Background: an optimization exercise with open tools, aiming at small area. Do not read the settings as production practice. Only simulation tests tie the RTL to the original design; equivalence was not proved. Power and IR drop assume default switching activity. The clock port is modelled as an ideal driver; clocking choices that lean on that would not hold on a real chip.

Design avalon_st_fifo, start of the top module:
module avalon_st_fifo
#(
    parameter int unsigned DATA_WIDTH_IN_BYTES = 16,
    parameter int unsigned DEPTH               = 16,
    parameter int unsigned ALMOST_FULL_THRESH  = DEPTH - 4
) (
    input  logic                        clk,
    input  logic                        rst,
    input  logic [8*DATA_WIDTH_IN_BYTES-1:0]                          sink_data,
    input  logic                                                      sink_valid,
    input  logic                                                      sink_sop,
    input  logic                                                      sink_eop,
    input  logic [avalon_st_pkg::empty_width(DATA_WIDTH_IN_BYTES)-1:0] sink_empty,
    output logic                                                      sink_rdy,
    output logic [8*DATA_WIDTH_IN_BYTES-1:0]                          src_data,
    output logic                                                      src_valid,
    output logic                                                      src_sop,
    output logic                                                      src_eop,
    output logic [avalon_st_pkg::empty_width(DATA_WIDTH_IN_BYTES)-1:0] src_empty,
    input  logic                                                      src_rdy,
    output logic [avalon_st_pkg::ptr_width(DEPTH)-1:0] fill_level,
    output logic [avalon_st_pkg::ptr_width(DEPTH)-1:0] pkt_count,
    output logic                        almost_full
);
For scale: ~5700 cells after synthesis, about 73000 um2 of cells after synthesis.
export LEC_CHECK = 0
export CAP_MARGIN = 10
export CORE_MARGIN = 2
export CORE_UTILIZATION = 78
export SLEW_MARGIN = 10
create_clock -name core_clock -period 7.0 [get_ports {clk}]
standard.sh (not shown) runs the stock make flow with config.mk's settings and CLKGATE_MAP_FILE= SYNTH_SCRIPT=/design/flow/synth_recipe.tcl, a recipe that flattens the netlist after the stock synthesis.
==> flow/flow/run.sh <==
#!/bin/bash
# The standard layout with three changes:
#  - synthesis maps the logic with flow/abc_map.script, an area-recovering ABC script, in
#    place of ORFS's ABC script; everything else in synthesis is the standard flow's own script, so the
#    registers, their names and cell types are the standard synthesis's;
#  - input/output ports are buffered with buf_1 cells;
#  - clock tree synthesis builds the tree from clkbuf_8 cells without dummy balancing loads.
# Each tool's output goes to ORFS's own per-step logs under orfs/logs; make's output to make_finish.log.
set -euo pipefail
W=$PWD
F=$W/flow

# ORFS synth.tcl, with the final abc call pointed at our script.
sed 's#^\(\s*\)log_cmd abc {\*}\$abc_args#\1set abc_args [lreplace $abc_args 1 1 '"$F"'/abc_map.script]\n\1log_cmd abc {*}$abc_args#' \
    "$FLOW_HOME/scripts/synth.tcl" > "$W/synth_orfs_abc.tcl"
[[ $(grep -c "abc_map.script" "$W/synth_orfs_abc.tcl") == 1 ]]
# The standard flow's synthesis script, sourcing that copy.
sed 's#\$::env(SCRIPTS_DIR)/synth.tcl#'"$W"'/synth_orfs_abc.tcl#' "$W/synth_recipe.tcl" > "$W/own_synth.tcl"
[[ $(grep -c "synth_orfs_abc.tcl" "$W/own_synth.tcl") == 1 ]]
# The standard.sh, with our synthesis script.
sed 's#SYNTH_SCRIPT=[^ ]*#SYNTH_SCRIPT='"$W"'/own_synth.tcl#' "$W/standard.sh" > "$W/own_standard.sh"
[[ $(grep -c "own_synth.tcl" "$W/own_standard.sh") == 1 ]]

export BUFFER_PORTS_ARGS="-buffer_cell sky130_fd_sc_hd__buf_1"
export CTS_ARGS="-sink_clustering_enable -repair_clock_nets -dont_use_dummy_load -buf_list sky130_fd_sc_hd__clkbuf_8 -sink_clustering_size 18 -sink_clustering_max_diameter 60"
bash "$W/own_standard.sh" "$@" > "$W/make_finish.log" 2>&1
==> flow/flow/abc_map.script <==
&get -n
&st
&synch2
&nf -R 1000
&st
&dch
&nf -R 1000
&put
Next try:
==> flow/flow/run.sh (replaced) <==
#!/bin/bash
# Standard layout with two changes: input/output ports are buffered with buf_1 cells, and
# clock tree synthesis builds the tree from clkbuf_8 cells without dummy balancing loads.
set -euo pipefail
export BUFFER_PORTS_ARGS="-buffer_cell sky130_fd_sc_hd__buf_1"
export CTS_ARGS="-sink_clustering_enable -repair_clock_nets -dont_use_dummy_load -buf_list sky130_fd_sc_hd__clkbuf_8 -sink_clustering_size 18 -sink_clustering_max_diameter 60"
bash standard.sh > make_finish.log 2>&1
Settings changed: CAP_MARGIN 10 to 20, CORE_UTILIZATION 78 to 60, SLEW_MARGIN 10 to 20.
removed: flow/flow/abc_map.script
After rerunning: The changed run went through all stages and came out clean. Count of clock-buffer cells in the layout is higher by 8. Sequential power hardly moves. Via count is lower slightly. Wire length is higher by roughly a tenth. Die area is higher by well over a third. Total power is higher slightly. Core utilization is lower by 22 points. Register-to-register slack is better by 0.66 ns. Non-clock buffer count is higher by 9. Synthesized cell count is higher by a quarter to a third.
Next try:
==> flow/flow/run.sh (replaced) <==
#!/bin/bash
# The standard layout with three changes:
#  - synthesis maps the logic with flow/abc_map.script, an area-recovering ABC script, in
#    place of ORFS's ABC script; everything else in synthesis is the standard flow's own script, so the
#    registers, their names and cell types are the standard synthesis's;
#  - input/output ports are buffered with buf_1 cells;
#  - clock tree synthesis builds the tree from clkbuf_8 cells without dummy balancing loads.
# Each tool's output goes to ORFS's own per-step logs under orfs/logs; make's output to make_finish.log.
set -euo pipefail
W=$PWD
F=$W/flow

# ORFS synth.tcl, with the final abc call pointed at our script.
sed 's#^\(\s*\)log_cmd abc {\*}\$abc_args#\1set abc_args [lreplace $abc_args 1 1 '"$F"'/abc_map.script]\n\1log_cmd abc {*}$abc_args#' \
    "$FLOW_HOME/scripts/synth.tcl" > "$W/synth_orfs_abc.tcl"
[[ $(grep -c "abc_map.script" "$W/synth_orfs_abc.tcl") == 1 ]]
# The standard flow's synthesis script, sourcing that copy.
sed 's#\$::env(SCRIPTS_DIR)/synth.tcl#'"$W"'/synth_orfs_abc.tcl#' "$W/synth_recipe.tcl" > "$W/own_synth.tcl"
[[ $(grep -c "synth_orfs_abc.tcl" "$W/own_synth.tcl") == 1 ]]
# The standard.sh, with our synthesis script.
sed 's#SYNTH_SCRIPT=[^ ]*#SYNTH_SCRIPT='"$W"'/own_synth.tcl#' "$W/standard.sh" > "$W/own_standard.sh"
[[ $(grep -c "own_synth.tcl" "$W/own_standard.sh") == 1 ]]

export BUFFER_PORTS_ARGS="-buffer_cell sky130_fd_sc_hd__buf_1"
export CTS_ARGS="-sink_clustering_enable -repair_clock_nets -dont_use_dummy_load -buf_list sky130_fd_sc_hd__clkbuf_8 -sink_clustering_size 18 -sink_clustering_max_diameter 60"
bash "$W/own_standard.sh" "$@" > "$W/make_finish.log" 2>&1
==> flow/flow/abc_map.script (new file) <==
&get -n
&st
&synch2
&nf -R 1000
&st
&dch
&nf -R 1000
&put
Settings changed: CAP_MARGIN 20 to 10, CORE_UTILIZATION 60 to 70, SLEW_MARGIN 20 to 10.
Result: Cell area is lower by 2.8%; register-to-register slack got worse by 0.63 ns; routed wire length is lower by 10%; fmax is lower by 2.2%; clock power is lower by 3.9%; die area is lower by 20%; count of clock-buffer cells in the layout is lower by 6; via count is lower by 1.6%.
Next try:
Settings changed: CORE_UTILIZATION 70 to 60.
After rerunning: Worst setup slack gains 0.086 ns; synthesized cell count is unchanged; combinational power hardly moves; worst hold slack hardly moves; synthesized area stays the same; cell count goes up by about 3%; routed wire length increases by 0.87%; core utilization decreases by 10 points.
Next try:
--- a/flow/flow/run.sh
+++ b/flow/flow/run.sh
@@ -6,3 +6,3 @@
 #  - input/output ports are buffered with buf_1 cells;
-#  - clock tree synthesis builds the tree from clkbuf_8 cells without dummy balancing loads.
+#  - clock tree synthesis builds the tree from clkbuf_16 cells without dummy balancing loads.
 # Each tool's output goes to ORFS's own per-step logs under orfs/logs; make's output to make_finish.log.
@@ -24,3 +24,3 @@
 export BUFFER_PORTS_ARGS="-buffer_cell sky130_fd_sc_hd__buf_1"
-export CTS_ARGS="-sink_clustering_enable -repair_clock_nets -dont_use_dummy_load -buf_list sky130_fd_sc_hd__clkbuf_8 -sink_clustering_size 18 -sink_clustering_max_diameter 60"
+export CTS_ARGS="-sink_clustering_enable -repair_clock_nets -dont_use_dummy_load -buf_list sky130_fd_sc_hd__clkbuf_16 -sink_clustering_size 32 -sink_clustering_max_diameter 80"
 bash "$W/own_standard.sh" "$@" > "$W/make_finish.log" 2>&1
Settings changed: CAP_MARGIN 10 to 20, SLEW_MARGIN 10 to 20.
What happened: The changed run completed without violations; non-clock buffer count came out higher by 2; die area stays the same; routed wire length is lower by about 0.6%; power rises by about 0.6%; final area stays flat; clock skew fell by 0.042 ns; worst setup slack improves by 0.20 ns; utilization came out higher by 0.13 points; clock power came out higher by 4.0%; global-route usage went down by 0.30 points.

-- afterwards: timing with drivers on the ports --
The results above use ideal ports. As a check the final layouts listed here were re-extracted and re-timed, cells and wires unchanged. Step 1 assumes that a clkbuf_16 drives the clock port and a buf_2 every other input. Step 2 adds t to the input delays and takes it off the output delays; t is the mean of the earliest and latest rising clock arrival at the registers after step 1. Input paths then give back, and output paths get back, about the clock's delay inside the block. a / b / c = no drivers / after step 1 / after step 2; a / b = the first two.
run	shift t [ns]	setup slack, ns	hold slack, ns	pins driven straight from the clock port
the first run	0.960	1.138 / 1.061 / 2.020	0.459 / 0.408 / 0.485	1
the second run	0.985	1.285 / 1.207 / 2.192	0.471 / 0.467 / 0.483	1
the third run	0.941	1.155 / 1.076 / 1.954	0.487 / 0.482 / 0.487	1
the fourth run	0.994	1.241 / 1.154 / 2.147	0.485 / 0.420 / 0.485	1
the fifth run	0.788	1.439 / 1.360 / 2.148	0.484 / 0.484 / 0.484	1
After both steps every run listed still meets setup and hold.
